Background: an optimization exercise with open tools, aiming at a short achievable clock period and few clock cycles per item. Do not read the settings as production practice. Function not checked in this run: the RTL went through the layout flow alone. Power is estimated from default activity; no workload was simulated.

### flow/config.mk
export PLATFORM = sky130hd
export DESIGN_NAME = lc4_superscalar
export DESIGN_NICKNAME = lc4_superscalar
export VERILOG_FILES = /design/flow/design.v
export SDC_FILE = /design/flow/constraint.sdc
export NUM_CORES = 4
export LEC_CHECK = 0
export ABC_CLOCK_PERIOD_IN_PS = 1800
export CAP_MARGIN = 20
export CORE_MARGIN = 2
export CORE_UTILIZATION = 40
export SETUP_SLACK_MARGIN = 3.2
export SLEW_MARGIN = 20
### flow/constraint.sdc
create_clock -name core_clock -period 5.0 [get_ports {gwe}]
set_input_delay 1.0000 -clock core_clock [delete_from_list [all_inputs] [get_ports {gwe}]]
set_output_delay 1.0000 -clock core_clock [all_outputs]
set_load 0.01 [all_outputs]
### flow/design.v
package lc4_pkg;
   typedef logic [15:0] word_t;      
   typedef logic [2:0]  reg_sel_t;   
   localparam int NUM_REGS = 8;
   typedef enum logic [3:0] {
      OP_NOP   = 4'b0000,
      OP_ARITH = 4'b0001,   
      OP_LOGIC = 4'b0101,   
      OP_CONST = 4'b1001
   } opcode_e;
   typedef enum logic [2:0] {
      ALU_ADD,
      ALU_SUB,
      ALU_AND,
      ALU_OR,
      ALU_PASS_IMM   
   } alu_op_e;
   localparam word_t NOP_INSN = 16'h0000;
endpackage
module lc4_decoder (
   input  lc4_pkg::word_t    i_insn,
   output lc4_pkg::reg_sel_t o_rs,
   output lc4_pkg::reg_sel_t o_rt,
   output lc4_pkg::reg_sel_t o_rd,
   output logic              o_rs_re,    
   output logic              o_rt_re,    
   output logic              o_rd_we,
   output logic              o_const,    
   output logic              o_sub,      
   output logic              o_logic,    
   output logic              o_or,
   output lc4_pkg::word_t    o_imm
);
   logic arith, logic_op, rr_ok, imm_form;
   assign arith    = (i_insn[15:12] == 4'b0001);
   assign logic_op = (i_insn[15:12] == 4'b0101);
   assign o_const  = (i_insn[15:12] == 4'b1001);
   assign imm_form = i_insn[5];
   assign rr_ok    = (i_insn[5:3] == 3'b000) || (i_insn[5:3] == 3'b010);
   assign o_rd = i_insn[11:9];
   assign o_rs = i_insn[8:6];
   assign o_rt = i_insn[2:0];
   assign o_rs_re = (arith || logic_op) && (imm_form || rr_ok);
   assign o_rt_re = (arith || logic_op) && !imm_form && rr_ok;
   assign o_rd_we = o_rs_re || o_const;
   assign o_sub   = arith && !imm_form && i_insn[4];
   assign o_logic = logic_op;
   assign o_or    = logic_op && !imm_form && i_insn[4];
   assign o_imm   = o_const ? {{7{i_insn[8]}}, i_insn[8:0]} : {{11{i_insn[4]}}, i_insn[4:0]};
endmodule
module lc4_alu (
   input  lc4_pkg::word_t i_src0, i_src1, i_src2, i_src3,
   input  logic [3:0]     i_s1,         
   input  logic           i_c1_en,      
   input  lc4_pkg::word_t i_c1,
   input  logic [3:0]     i_s2,
   input  logic           i_c2_en,
   input  lc4_pkg::word_t i_c2,
   input  logic           i_sub,
   input  logic           i_logic,
   input  logic           i_or,
   input  logic           i_pass_sel,
   input  lc4_pkg::word_t i_pass,
   input  logic           i_we,
   input  lc4_pkg::word_t i_hold,       
   output lc4_pkg::word_t o_result,
   output lc4_pkg::word_t o_result_out,
   output lc4_pkg::word_t o_result_hold
);
   lc4_pkg::word_t op1, a, b, sum, lres;
   logic [15:0] g0, p0, g2, p2, g3, p3, g4, p4, g5;
   logic [15:0] c;
   assign op1 = ({16{i_s1[0]}} & i_src0) | ({16{i_s1[1]}} & i_src1) |
                ({16{i_s1[2]}} & i_src2) | ({16{i_s1[3]}} & i_src3) |
                ({16{i_c1_en}} & i_c1);
   assign b   = ({16{i_s2[0]}} & i_src0) | ({16{i_s2[1]}} & i_src1) |
                ({16{i_s2[2]}} & i_src2) | ({16{i_s2[3]}} & i_src3) |
                ({16{i_c2_en}} & i_c2);
   assign a   = op1 ^ {16{i_sub}};
   assign g0 = a & b;
   assign p0 = a ^ b;
   always_comb begin
      g2 = g0; p2 = p0;
      for (int i = 1; i < 16; i++) begin
         g2[i] = g0[i] | (p0[i] & g0[i-1]);
         p2[i] = p0[i] & p0[i-1];
      end
      g3 = g2; p3 = p2;
      for (int i = 2; i < 16; i++) begin
         g3[i] = g2[i] | (p2[i] & g2[i-2]);
         p3[i] = p2[i] & p2[i-2];
      end
      g4 = g3; p4 = p3;
      for (int i = 4; i < 16; i++) begin
         g4[i] = g3[i] | (p3[i] & g3[i-4]);
         p4[i] = p3[i] & p3[i-4];
      end
      g5 = g4;
      for (int i = 8; i < 16; i++) begin
         g5[i] = g4[i] | (p4[i] & g4[i-8]);
      end
   end
   assign c    = {g5[14:0], 1'b0};
   assign sum  = (p0 ^ {16{i_sub}}) ^ c;
   assign lres = i_or ? (op1 | b) : (op1 & b);
   logic sel_sum, sel_log, sel_pass, out_sum, out_log, out_pass;
   assign sel_sum  = !i_pass_sel && !i_logic;
   assign sel_log  = !i_pass_sel && i_logic;
   assign sel_pass = i_pass_sel;
   assign out_sum  = i_we && sel_sum;
   assign out_log  = i_we && sel_log;
   assign out_pass = i_we && sel_pass;
   assign o_result     = ({16{sel_sum}} & sum) | ({16{sel_log}} & lres) | ({16{sel_pass}} & i_pass);
   assign o_result_out = ({16{out_sum}} & sum) | ({16{out_log}} & lres) | ({16{out_pass}} & i_pass);
   assign o_result_hold = o_result_out | ({16{!i_we}} & i_hold);
endmodule
module lc4_regfile_dual (
   input  logic              gwe,
   input  logic              i_rst,
   input  lc4_pkg::reg_sel_t i_rs_a,
   input  lc4_pkg::reg_sel_t i_rt_a,
   input  lc4_pkg::reg_sel_t i_rs_b,
   input  lc4_pkg::reg_sel_t i_rt_b,
   output lc4_pkg::word_t    o_rs_data_a,
   output lc4_pkg::word_t    o_rt_data_a,
   output lc4_pkg::word_t    o_rs_data_b,
   output lc4_pkg::word_t    o_rt_data_b,
   input  logic [7:0]        i_wmask_a,
   input  lc4_pkg::word_t    i_wdata_a,
   input  logic [7:0]        i_wmask_b,
   input  lc4_pkg::word_t    i_wdata_b
);
   lc4_pkg::word_t regs [0:lc4_pkg::NUM_REGS-1];
   function automatic logic [15:0] rd_fwd(input logic [2:0] sel);
      if (i_wmask_b[sel])      rd_fwd = i_wdata_b;
      else if (i_wmask_a[sel]) rd_fwd = i_wdata_a;
      else                     rd_fwd = regs[sel];
   endfunction
   always_comb begin
      o_rs_data_a = rd_fwd(i_rs_a);
      o_rt_data_a = rd_fwd(i_rt_a);
      o_rs_data_b = rd_fwd(i_rs_b);
      o_rt_data_b = rd_fwd(i_rt_b);
   end
   always_ff @(posedge gwe) begin
      for (int i = 0; i < lc4_pkg::NUM_REGS; i++) begin
         if (i_rst)             regs[i] <= '0;
         else if (i_wmask_b[i]) regs[i] <= i_wdata_b;   
         else if (i_wmask_a[i]) regs[i] <= i_wdata_a;
      end
   end
endmodule
module lc4_superscalar #(
   parameter lc4_pkg::word_t RESET_PC = 16'h8200
) (
   input  logic              gwe,
   input  logic              i_rst,
   output lc4_pkg::word_t    o_cur_pc,
   input  lc4_pkg::word_t    i_insn_a,
   input  lc4_pkg::word_t    i_insn_b,
   output logic              o_wb_we_a,
   output lc4_pkg::reg_sel_t o_wb_rd_a,
   output lc4_pkg::word_t    o_wb_data_a,
   output lc4_pkg::word_t    o_wb_pc_a,
   output logic              o_wb_we_b,
   output lc4_pkg::reg_sel_t o_wb_rd_b,
   output lc4_pkg::word_t    o_wb_data_b,
   output lc4_pkg::word_t    o_wb_pc_b
);
   lc4_pkg::word_t pc, pc_p1, pc_p2;       
   lc4_pkg::word_t pc_p3, pc_p4;
   lc4_pkg::word_t d_insn_a, d_insn_b, d_pc_a, d_pc_b;
   logic           d_valid;
   logic           split;
   assign pc_p3 = pc_p2 + 16'd1;
   assign pc_p4 = pc_p2 + 16'd2;
   always_ff @(posedge gwe) begin
      if (i_rst) begin
         pc      <= RESET_PC;
         pc_p1   <= RESET_PC + 16'd1;
         pc_p2   <= RESET_PC + 16'd2;
         d_valid <= 1'b0;
      end else if (split) begin
         pc      <= pc_p1;
         pc_p1   <= pc_p2;
         pc_p2   <= pc_p3;
         d_valid <= 1'b1;
      end else begin
         pc      <= pc_p2;
         pc_p1   <= pc_p3;
         pc_p2   <= pc_p4;
         d_valid <= 1'b1;
      end
   end
   always_ff @(posedge gwe) begin
      if (split) begin
         d_insn_a <= d_insn_b;    
         d_insn_b <= i_insn_a;
         d_pc_a   <= d_pc_b;
         d_pc_b   <= pc;
      end else begin
         d_insn_a <= i_insn_a;
         d_insn_b <= i_insn_b;
         d_pc_a   <= pc;
         d_pc_b   <= pc_p1;
      end
   end
   assign o_cur_pc = pc;
   lc4_pkg::reg_sel_t rs_a, rt_a, rd_a, rs_b, rt_b, rd_b;
   logic              rs_re_a, rt_re_a, dwe_a, const_a, sub_a, logic_a, or_a;
   logic              rs_re_b, rt_re_b, dwe_b, const_b, sub_b, logic_b, or_b;
   logic              we_a, we_b;
   lc4_pkg::word_t    imm_a, imm_b;
   lc4_decoder dec_a_i (
      .i_insn (d_insn_a), .o_rs (rs_a), .o_rt (rt_a), .o_rd (rd_a),
      .o_rs_re (rs_re_a), .o_rt_re (rt_re_a), .o_rd_we (dwe_a), .o_const (const_a),
      .o_sub (sub_a), .o_logic (logic_a), .o_or (or_a), .o_imm (imm_a)
   );
   lc4_decoder dec_b_i (
      .i_insn (d_insn_b), .o_rs (rs_b), .o_rt (rt_b), .o_rd (rd_b),
      .o_rs_re (rs_re_b), .o_rt_re (rt_re_b), .o_rd_we (dwe_b), .o_const (const_b),
      .o_sub (sub_b), .o_logic (logic_b), .o_or (or_b), .o_imm (imm_b)
   );
   assign we_a = d_valid && dwe_a;
   assign we_b = d_valid && dwe_b;
   logic              x1_we_a, x1_we_b, x1_late_a, x1_late_b;
   lc4_pkg::reg_sel_t x1_rd_a, x1_rd_b;
   logic              x2_we_a, x2_we_b, x2_late_a, x2_late_b;
   lc4_pkg::reg_sel_t x2_rd_a, x2_rd_b;
   localparam int OWN = 5, X1B = 4, X1A = 3, X2B = 2, X2A = 1, LATE = 0;
   function automatic logic [5:0] find_src(input logic [2:0] s, input logic re, input logic in_b,
                                     input logic a_we, input logic [2:0] a_rd, input logic a_const,
                                     input logic x1we_a, input logic [2:0] x1rd_a, input logic x1lt_a,
                                     input logic x1we_b, input logic [2:0] x1rd_b, input logic x1lt_b,
                                     input logic x2we_a, input logic [2:0] x2rd_a,
                                     input logic x2we_b, input logic [2:0] x2rd_b);
      logic h_own, h1b, h1a, h2b, h2a;
      logic f_own, f1b, f1a, f2b, f2a, f_late;
      h_own  = in_b && a_we && (a_rd == s);
      h1b    = x1we_b && (x1rd_b == s);
      h1a    = x1we_a && (x1rd_a == s);
      h2b    = x2we_b && (x2rd_b == s);
      h2a    = x2we_a && (x2rd_a == s);
      f_own  = re && h_own && !a_const;
      f1b    = re && !h_own && h1b;
      f1a    = re && !h_own && !h1b && h1a;
      f2b    = re && !h_own && !h1b && !h1a && h2b;
      f2a    = re && !h_own && !h1b && !h1a && !h2b && h2a;
      f_late = f_own || (f1b && x1lt_b) || (f1a && x1lt_a);
      find_src = {f_own, f1b, f1a, f2b, f2a, f_late};
   endfunction
   function automatic logic [3:0] e_sel(input logic [5:0] s);
      e_sel = {s[X2B], s[X2A], s[X1B], s[X1A]};    
   endfunction
   logic [5:0] s1_a, s2_a, s1_b, s2_b;
   always_comb begin
      s1_a = find_src(rs_a, rs_re_a, 1'b0, dwe_a, rd_a, const_a,
                      x1_we_a, x1_rd_a, x1_late_a, x1_we_b, x1_rd_b, x1_late_b,
                      x2_we_a, x2_rd_a, x2_we_b, x2_rd_b);
      s2_a = find_src(rt_a, rt_re_a, 1'b0, dwe_a, rd_a, const_a,
                      x1_we_a, x1_rd_a, x1_late_a, x1_we_b, x1_rd_b, x1_late_b,
                      x2_we_a, x2_rd_a, x2_we_b, x2_rd_b);
      s1_b = find_src(rs_b, rs_re_b, 1'b1, dwe_a, rd_a, const_a,
                      x1_we_a, x1_rd_a, x1_late_a, x1_we_b, x1_rd_b, x1_late_b,
                      x2_we_a, x2_rd_a, x2_we_b, x2_rd_b);
      s2_b = find_src(rt_b, rt_re_b, 1'b1, dwe_a, rd_a, const_a,
                      x1_we_a, x1_rd_a, x1_late_a, x1_we_b, x1_rd_b, x1_late_b,
                      x2_we_a, x2_rd_a, x2_we_b, x2_rd_b);
   end
   logic late_a, late_b;
   assign late_a = s1_a[LATE] || s2_a[LATE];
   assign late_b = s1_b[LATE] || s2_b[LATE];
   assign split  = d_valid && late_a && (s1_b[OWN] || s2_b[OWN]);
   logic [7:0]     r_wmask_a, r_wmask_b;
   lc4_pkg::word_t r_data_a, r_data_b, w_data_a, w_data_b;
   lc4_pkg::word_t rf_rs_a, rf_rt_a, rf_rs_b, rf_rt_b;
   lc4_regfile_dual regfile_i (
      .gwe         (gwe),       .i_rst       (i_rst),
      .i_rs_a      (rs_a),      .i_rt_a      (rt_a),
      .i_rs_b      (rs_b),      .i_rt_b      (rt_b),
      .o_rs_data_a (rf_rs_a),   .o_rt_data_a (rf_rt_a),
      .o_rs_data_b (rf_rs_b),   .o_rt_data_b (rf_rt_b),
      .i_wmask_a   (r_wmask_a), .i_wdata_a   (w_data_a),
      .i_wmask_b   (r_wmask_b), .i_wdata_b   (w_data_b)
   );
   logic b_rs_const, b_rt_const;
   assign b_rs_const = const_a && dwe_a && rs_re_b && (rs_b == rd_a);
   assign b_rt_const = const_a && dwe_a && rt_re_b && (rt_b == rd_a);
   lc4_pkg::word_t c1_a, c2_a, c1_b, c2_b;
   always_comb begin
      c1_a = const_a ? 16'h0000 : rf_rs_a;
      c2_a = rt_re_a ? rf_rt_a : imm_a;
      if (const_b)         c1_b = 16'h0000;
      else if (b_rs_const) c1_b = imm_a;
      else                 c1_b = rf_rs_b;
      if (!rt_re_b)        c2_b = imm_b;
      else if (b_rt_const) c2_b = imm_a;
      else                 c2_b = rf_rt_b;
   end
   lc4_pkg::word_t x1_pc_a, x1_pc_b;
   logic           x1_sub_a, x1_logic_a, x1_or_a, x1_sub_b, x1_logic_b, x1_or_b;
   lc4_pkg::word_t x1_c1_a, x1_c2_a, x1_c1_b, x1_c2_b;
   logic [5:0]     x1_s1_a, x1_s2_a, x1_s1_b, x1_s2_b;
   logic           x1_ce1_a, x1_ce2_a, x1_ce1_b, x1_ce2_b;    
   always_ff @(posedge gwe) begin
      if (i_rst) begin
         x1_we_a <= 1'b0;
         x1_we_b <= 1'b0;
      end else begin
         x1_we_a <= we_a;
         x1_we_b <= we_b && !split;
      end
   end
   always_ff @(posedge gwe) begin
      x1_rd_a    <= rd_a;      x1_rd_b    <= rd_b;
      x1_late_a  <= late_a;    x1_late_b  <= late_b;
      x1_pc_a    <= d_pc_a;    x1_pc_b    <= d_pc_b;
      x1_sub_a   <= sub_a;     x1_sub_b   <= sub_b;
      x1_logic_a <= logic_a;   x1_logic_b <= logic_b;
      x1_or_a    <= or_a;      x1_or_b    <= or_b;
      x1_c1_a    <= c1_a;      x1_c2_a    <= c2_a;
      x1_c1_b    <= c1_b;      x1_c2_b    <= c2_b;
      x1_s1_a    <= s1_a;      x1_s2_a    <= s2_a;
      x1_s1_b    <= s1_b;      x1_s2_b    <= s2_b;
      x1_ce1_a   <= e_sel(s1_a) == 4'b0;
      x1_ce2_a   <= e_sel(s2_a) == 4'b0;
      x1_ce1_b   <= e_sel(s1_b) == 4'b0;
      x1_ce2_b   <= e_sel(s2_b) == 4'b0;
   end
   lc4_pkg::word_t e_res_a, e_res_b;       
   lc4_pkg::word_t e_out_a, e_out_b, e_unused_a, e_unused_b;
   lc4_alu e_alu_a_i (
      .i_src0 (e_res_a), .i_src1 (e_res_b), .i_src2 (r_data_a), .i_src3 (r_data_b),
      .i_s1 (e_sel(x1_s1_a)), .i_c1_en (x1_ce1_a), .i_c1 (x1_c1_a),
      .i_s2 (e_sel(x1_s2_a)), .i_c2_en (x1_ce2_a), .i_c2 (x1_c2_a),
      .i_sub (x1_sub_a), .i_logic (x1_logic_a), .i_or (x1_or_a),
      .i_pass_sel (1'b0), .i_pass (16'h0000), .i_we (1'b0), .i_hold (16'h0000),
      .o_result (e_out_a), .o_result_out (e_unused_a), .o_result_hold ()
   );
   lc4_alu e_alu_b_i (
      .i_src0 (e_res_a), .i_src1 (e_res_b), .i_src2 (r_data_a), .i_src3 (r_data_b),
      .i_s1 (e_sel(x1_s1_b)), .i_c1_en (x1_ce1_b), .i_c1 (x1_c1_b),
      .i_s2 (e_sel(x1_s2_b)), .i_c2_en (x1_ce2_b), .i_c2 (x1_c2_b),
      .i_sub (x1_sub_b), .i_logic (x1_logic_b), .i_or (x1_or_b),
      .i_pass_sel (1'b0), .i_pass (16'h0000), .i_we (1'b0), .i_hold (16'h0000),
      .o_result (e_out_b), .o_result_out (e_unused_b), .o_result_hold ()
   );
   function automatic logic [15:0] recap(input logic [5:0] s, input logic [15:0] c,
                                         input logic [15:0] ra, input logic [15:0] rb);
      if (s[X2B])      recap = rb;
      else if (s[X2A]) recap = ra;
      else             recap = c;
   endfunction
   lc4_pkg::word_t x2_pc_a, x2_pc_b;
   logic           x2_sub_a, x2_logic_a, x2_or_a, x2_sub_b, x2_logic_b, x2_or_b;
   lc4_pkg::word_t x2_c1_a, x2_c2_a, x2_c1_b, x2_c2_b;
   logic [2:0]     x2_l1_a, x2_l2_a, x2_l1_b, x2_l2_b;   
   logic           x2_ce1_a, x2_ce2_a, x2_ce1_b, x2_ce2_b;
   always_ff @(posedge gwe) begin
      if (i_rst) begin
         x2_we_a <= 1'b0;
         x2_we_b <= 1'b0;
      end else begin
         x2_we_a <= x1_we_a;
         x2_we_b <= x1_we_b;
      end
   end
   always_ff @(posedge gwe) begin
      x2_rd_a    <= x1_rd_a;     x2_rd_b    <= x1_rd_b;
      x2_late_a  <= x1_late_a;   x2_late_b  <= x1_late_b;
      x2_pc_a    <= x1_pc_a;     x2_pc_b    <= x1_pc_b;
      x2_sub_a   <= x1_sub_a;    x2_sub_b   <= x1_sub_b;
      x2_logic_a <= x1_logic_a;  x2_logic_b <= x1_logic_b;
      x2_or_a    <= x1_or_a;     x2_or_b    <= x1_or_b;
      e_res_a    <= e_out_a;     e_res_b    <= e_out_b;
      x2_c1_a    <= recap(x1_s1_a, x1_c1_a, r_data_a, r_data_b);
      x2_c2_a    <= recap(x1_s2_a, x1_c2_a, r_data_a, r_data_b);
      x2_c1_b    <= recap(x1_s1_b, x1_c1_b, r_data_a, r_data_b);
      x2_c2_b    <= recap(x1_s2_b, x1_c2_b, r_data_a, r_data_b);
      x2_l1_a    <= {x1_s1_a[OWN], x1_s1_a[X1B], x1_s1_a[X1A]};
      x2_l2_a    <= {x1_s2_a[OWN], x1_s2_a[X1B], x1_s2_a[X1A]};
      x2_l1_b    <= {x1_s1_b[OWN], x1_s1_b[X1B], x1_s1_b[X1A]};
      x2_l2_b    <= {x1_s2_b[OWN], x1_s2_b[X1B], x1_s2_b[X1A]};
      x2_ce1_a   <= !(x1_s1_a[OWN] || x1_s1_a[X1B] || x1_s1_a[X1A]);
      x2_ce2_a   <= !(x1_s2_a[OWN] || x1_s2_a[X1B] || x1_s2_a[X1A]);
      x2_ce1_b   <= !(x1_s1_b[OWN] || x1_s1_b[X1B] || x1_s1_b[X1A]);
      x2_ce2_b   <= !(x1_s2_b[OWN] || x1_s2_b[X1B] || x1_s2_b[X1A]);
   end
   lc4_pkg::word_t res_a, res_b, out_a, out_b, wres_a, wres_b;
   lc4_alu l_alu_a_i (
      .i_src0 (e_res_a), .i_src1 (r_data_a), .i_src2 (r_data_b), .i_src3 (16'h0000),
      .i_s1 ({1'b0, x2_l1_a[1], x2_l1_a[0], x2_l1_a[2]}), .i_c1_en (x2_ce1_a), .i_c1 (x2_c1_a),
      .i_s2 ({1'b0, x2_l2_a[1], x2_l2_a[0], x2_l2_a[2]}), .i_c2_en (x2_ce2_a), .i_c2 (x2_c2_a),
      .i_sub (x2_sub_a), .i_logic (x2_logic_a), .i_or (x2_or_a),
      .i_pass_sel (!x2_late_a), .i_pass (e_res_a), .i_we (x2_we_a), .i_hold (w_data_a),
      .o_result (res_a), .o_result_out (out_a), .o_result_hold (wres_a)
   );
   lc4_alu l_alu_b_i (
      .i_src0 (e_res_a), .i_src1 (r_data_a), .i_src2 (r_data_b), .i_src3 (16'h0000),
      .i_s1 ({1'b0, x2_l1_b[1], x2_l1_b[0], x2_l1_b[2]}), .i_c1_en (x2_ce1_b), .i_c1 (x2_c1_b),
      .i_s2 ({1'b0, x2_l2_b[1], x2_l2_b[0], x2_l2_b[2]}), .i_c2_en (x2_ce2_b), .i_c2 (x2_c2_b),
      .i_sub (x2_sub_b), .i_logic (x2_logic_b), .i_or (x2_or_b),
      .i_pass_sel (!x2_late_b), .i_pass (e_res_b), .i_we (x2_we_b), .i_hold (w_data_b),
      .o_result (res_b), .o_result_out (out_b), .o_result_hold (wres_b)
   );
   always_ff @(posedge gwe) begin
      for (int i = 0; i < 8; i++) begin
         r_wmask_a[i] <= !i_rst && x2_we_a && (x2_rd_a == 3'(i));
         r_wmask_b[i] <= !i_rst && x2_we_b && (x2_rd_b == 3'(i));
      end
      r_data_a <= res_a;
      r_data_b <= res_b;
      w_data_a <= wres_a;
      w_data_b <= wres_b;
   end
   always_ff @(posedge gwe) begin
      if (i_rst) begin
         o_wb_we_a <= 1'b0;
         o_wb_we_b <= 1'b0;
      end else begin
         o_wb_we_a <= x2_we_a;
         o_wb_we_b <= x2_we_b;
      end
   end
   always_ff @(posedge gwe) begin
      o_wb_rd_a   <= x2_rd_a;
      o_wb_rd_b   <= x2_rd_b;
      o_wb_data_a <= out_a;
      o_wb_data_b <= out_b;
      o_wb_pc_a   <= x2_pc_a;
      o_wb_pc_b   <= x2_pc_b;
   end
endmodule
### flow/run.sh
#!/bin/bash
# synth_recipe.tcl (not shown) runs the flow's synth.tcl, then flattens the netlist and writes it again
# the make line also repeats each setting of config.mk as NAME=value (left out here)
make -C /OpenROAD-flow-scripts/flow DESIGN_CONFIG=/design/flow/config.mk WORK_HOME=/design/flow/orfs CLKGATE_MAP_FILE= SYNTH_SCRIPT=/design/flow/synth_recipe.tcl finish
==> run notes <==
- Status: finished clean
- Worst min path class: reg2reg
- Routed length per placed instance: 27.3 um
- Kind of end point of the critical path: flop
- Cell variety after synth: 81
- Layout Cells excl Fill: 5878
- Post-Syn Instances: 4300
- Post-synth EDFFs: 0
- Post-Synthesis Cell Area: 36500 um2
- P&R area growth vs syn: 38.8%
- Row cnt: 110
- Sequential area share after synthesis: 0.376
- CTS Sinks: 685
- Final worst slack: 1990 ps
- Setup TNS: 0 ps
- Longest Clk Path Bufs: 3
- Hold Violations, Final: 0
- Pre-CTS setup slack: 1070 ps
- Fin nets: 4735
- Initial Utilization: 0.404
- Layout cell share with drive strength beyond 1: 0.361
- FFs w/ async S/R, synth: 0
- Arrival time worst endpoint: 3560 ps
- Largest net degree at the start of global routing: 171
- Leak Pwr: 0.0207 uW
- Crit path launch type: flop
- Slew Limit Fails: 0
- Main synth FF type: dfxtp_1
- Slew headroom: 0.150
- Antenna violation net count after detailed routing: 0
- Worst path max stage delay: 380 ps
- Final wirelength: 161000 um
- Max IR drop VDD: 0.000246 V
- Via density: 6.33
- Kind of critical path: reg2reg
- Die area: 93700 um2
- Synth warnings: 4
- Count of final setup violators: 0
- Dpl cells: 5248
- Largest reg by FF count: regfile_i.regs
- CP max FO: 5
- CP most frequent cell: buf_4
- Post-DP HPWL: 97000 um
- Die height: 306 um
- Global Route Usage Sum: 0.325
- H-Tree Depth: 3
- Core area: 90300 um2
- #FFs+latches synth: 685
- Fmax: 0.332 GHz
- Pre-Repair DR Iteration Count: 12
- I/O pin cnt: 122
- RD Place Congestion: 0.977
- Grt ovf: 0
- Buffers on Ports: 121
- Min Tclk post-route: 3010 ps
- First-pass GRT wire length: 231000 um
- CTS tree: done
- Initial antenna violation count: 8
- Vias in the first global route: 35045
- Syn Area/Cell: 8.49 um2
- Max Cap Viol: 0
- Crit path cell chain: a222oi_1 -> buf_4 -> xnor2_1 -> ha_1 -> buf_4 -> and4_4 -> o211ai_1 -> a21oi_2 -> o311ai_2 -> o21ai_4 -> mux2_4
- Reg clk slew, reported paths: 60 ps
- Worst-Margin Slew: 1280 ps
- Cts bufs inserted: 75
- Via count: 37181
- P per Cell Area: 302 nW/um2
- Core Util, Final: 0.561
- Syn nets: 4397
- Initial DRC Count: 5559
- Period utilisation layout: 0.603
- Slowest stage cell on the critical path: ha_1
- Max reg flops: 128
- RSZ-0062 raised after global routing: true
- Clk latency of the worst-skew pair: 670 ps
- Clk root buf: clkbuf_16
- Max Clock Skew: 29.8 ps
- Cts hold-fix bufs: 0
- DRC violations left: 0
- Die Wd: 306 um
- CP required: 5540 ps
==> what timing repair did <==
action,CTS,global route
buffers inserted,328,104
endpoints found under the setup margin,427,412
gates resized for setup,1226,461
gates cloned,52,5
pin swaps,317,264
==> cell usage in the layout (no fill, tap or decap), types with 25 or more instances in the layout <==
| cell | Yosys | routed |
|---|---|---|
| mux2i_1 | 297 | 267 |
| maj3_1 | 50 | 46 |
| a211oi_2 | 0 | 25 |
| nand2b_1 | 32 | 29 |
| o21ai_2 | 0 | 46 |
| buf_6 | 5 | 178 |
| nand3_1 | 110 | 92 |
| o21ai_0 | 218 | 115 |
| nor3_1 | 57 | 45 |
| a211oi_1 | 65 | 35 |
| a22oi_1 | 142 | 123 |
| buf_4 | 9 | 312 |
| inv_1 | 60 | 49 |
| ha_1 | 63 | 41 |
| nand2_2 | 0 | 85 |
| buf_12 | 0 | 47 |
| mux4_2 | 57 | 57 |
| nand2_4 | 0 | 76 |
| o21ai_1 | 2 | 36 |
| xnor2_2 | 0 | 31 |
| nor2b_1 | 58 | 46 |
| dfxtp_4 | 0 | 60 |
| a21oi_1 | 285 | 213 |
| a21o_1 | 42 | 40 |
| dfxtp_2 | 0 | 122 |
| a222oi_1 | 72 | 72 |
| xnor2_1 | 137 | 105 |
| clkbuf_16 | 0 | 79 |
| clkdlybuf4s50_1 | 0 | 32 |
| mux2_4 | 0 | 27 |
| dfxtp_1 | 685 | 503 |
| a21oi_2 | 0 | 61 |
| o211ai_1 | 27 | 27 |
| nand2_1 | 527 | 366 |
| nor2_1 | 409 | 392 |
| xor2_1 | 84 | 75 |
| nand4_1 | 29 | 29 |
==> metal layers <==
| metal | global-route usage | part of all wire | wire, um |
|---|---|---|---|
| met1 | 0.403 | 0.37 | 59700 |
| met5 | 0 | 0.00049 | 78 |
| met4 | 0.210 | 0.081 | 12900 |
| met2 | 0.493 | 0.43 | 69200 |
| met3 | 0.0931 | 0.12 | 18800 |
==> where the power goes <==
group,leakage (uW),total (uW),internal [uW],switching (uW)
clock network,0.00129,5980,3380,2600
logic,0.0137,2520,1170,1350
registers,0.00568,6830,5790,1040
total,0.0207,15300,10300,4990
==> worst max-delay path, delay by kind of cell (launching register included) <==
family | cells | cell delay, ps
adders and majority gates | 1 | 380
xor gates and xnor gates | 1 | 60
and+or+nand+nor | 1 | 180
DFF | 1 | 370
muxes | 1 | 300
AOI/OAI and AO/OA | 5 | 1250
buffers and inverters | 2 | 350
==> cells in the mapped netlist (9+ instances only) <==
| cell | n | area share |
|---|---|---|
| or3_1 | 16 | 0.0027 |
| a211oi_1 | 65 | 0.013 |
| nor3b_1 | 18 | 0.0037 |
| dfxtp_1 | 685 | 0.38 |
| o22ai_1 | 22 | 0.0038 |
| inv_1 | 60 | 0.0062 |
| buf_1 | 47 | 0.0048 |
| nand3_1 | 110 | 0.015 |
| a2bb2oi_1 | 9 | 0.0022 |
| o211ai_1 | 27 | 0.0056 |
| a31oi_1 | 24 | 0.0041 |
| maj3_1 | 50 | 0.014 |
| and2_1 | 34 | 0.0058 |
| o31ai_1 | 10 | 0.0021 |
| buf_2 | 28 | 0.0038 |
| ha_1 | 63 | 0.022 |
| mux2_2 | 27 | 0.0083 |
| nand4_1 | 29 | 0.0050 |
| o221ai_1 | 15 | 0.0036 |
| xor2_1 | 84 | 0.020 |
| or2_2 | 11 | 0.0019 |
| nor2_1 | 409 | 0.042 |
| nand2b_1 | 32 | 0.0055 |
| buf_4 | 9 | 0.0019 |
| nor2b_1 | 58 | 0.0099 |
| a222oi_1 | 72 | 0.020 |
| nand2_1 | 527 | 0.054 |
| a21o_1 | 42 | 0.0086 |
| mux2i_1 | 297 | 0.081 |
| clkbuf_1 | 318 | 0.033 |
| a221o_1 | 10 | 0.0027 |
| nor3_1 | 57 | 0.0078 |
| a21oi_1 | 285 | 0.039 |
| and3_1 | 32 | 0.0055 |
| o21ai_0 | 218 | 0.030 |
| xnor2_1 | 137 | 0.033 |
| mux4_2 | 57 | 0.035 |
| a22oi_1 | 142 | 0.029 |
| a221oi_1 | 25 | 0.0060 |
| o311ai_0 | 9 | 0.0022 |
| o21a_1 | 19 | 0.0039 |
==> path summary, 6_finish.rpt <==
path,start,endpoint,slack [ps],cells after the start
setup reg to reg,r_data_a[4]$_DFF_P_,w_data_a[7]$_DFF_P_,1990,11
hold / removal,d_pc_a[12]$_DFF_P_,x1_pc_a[12]$_DFF_P_,320,0
setup / recovery,r_data_a[4]$_DFF_P_,w_data_a[7]$_DFF_P_,1990,11
hold reg to reg,d_pc_a[12]$_DFF_P_,x1_pc_a[12]$_DFF_P_,320,0
==> cell type report <==
class | count | area (um2)
inverters | 66 | 290
clock buffers | 100 | 2130
fillers | 7620 | 39600
clock inverters | 40 | 520
flip-flops and latches | 685 | 14100
multi-input cells | 3159 | 25100
repair buffers | 636 | 6730
diodes | 1 | 2.50
well taps | 1176 | 1470
repair inverters | 15 | 298
==> per-stage QoR <==
| step | instance area (um2) | hold slack, ps | total power [uW] |
|---|---|---|---|
| after floorplan | 37800 | 310 | 7550 |
| after detailed placement | 38600 | 312 | 8490 |
| after global routing | 50700 | 329 | 15700 |
| final | 50700 | 322 | 15300 |
| after global placement | 38600 | 310 | 8480 |
| after CTS | 47800 | 325 | 14900 |
==> cells by family (layout without fill, tap and decap cells) <==
family,count (synthesis),in the layout,share of synthesized area
xor gates and xnor gates,221,221,0.0530
and+or+nand+nor,1370,1377,0.168
buffers and inverters,475,857,0.0519
AOI/OAI and AO/OA,1054,1054,0.191
other,0,1,0
muxes,382,394,0.125
adders and majority gates,113,113,0.0353
DFF,685,685,0.376

## afterwards: timing with drivers on the ports
In the flow no input, the clock included, has a driving cell. The finished layout below was timed again as built, in two steps. Step 1, drivers: a clkbuf_16 drives gwe and a buf_2 each remaining input, both assumed. Step 2 moves the port delays by t, midway between the first and last clock arrival at a register: inputs arrive t later, outputs are due t later. That takes back most of the time a late clock gives input paths. Slacks: no drivers / after step 1 / after step 2; pairs: no drivers / after step 1.
t, ns: 0.728
slack for setup (ns): 1.986 / 1.986 / 1.986
worst setup path at the end: register to register
clock arrival spread, ns: 0.033 / 0.033
worst register clock-pin slew, ns: 0.08 / 0.08
After both steps setup and hold are still met in this run. For this run, drivers alone change the setup slack by 0.000 ns; drivers and shift together by 0.000 ns.
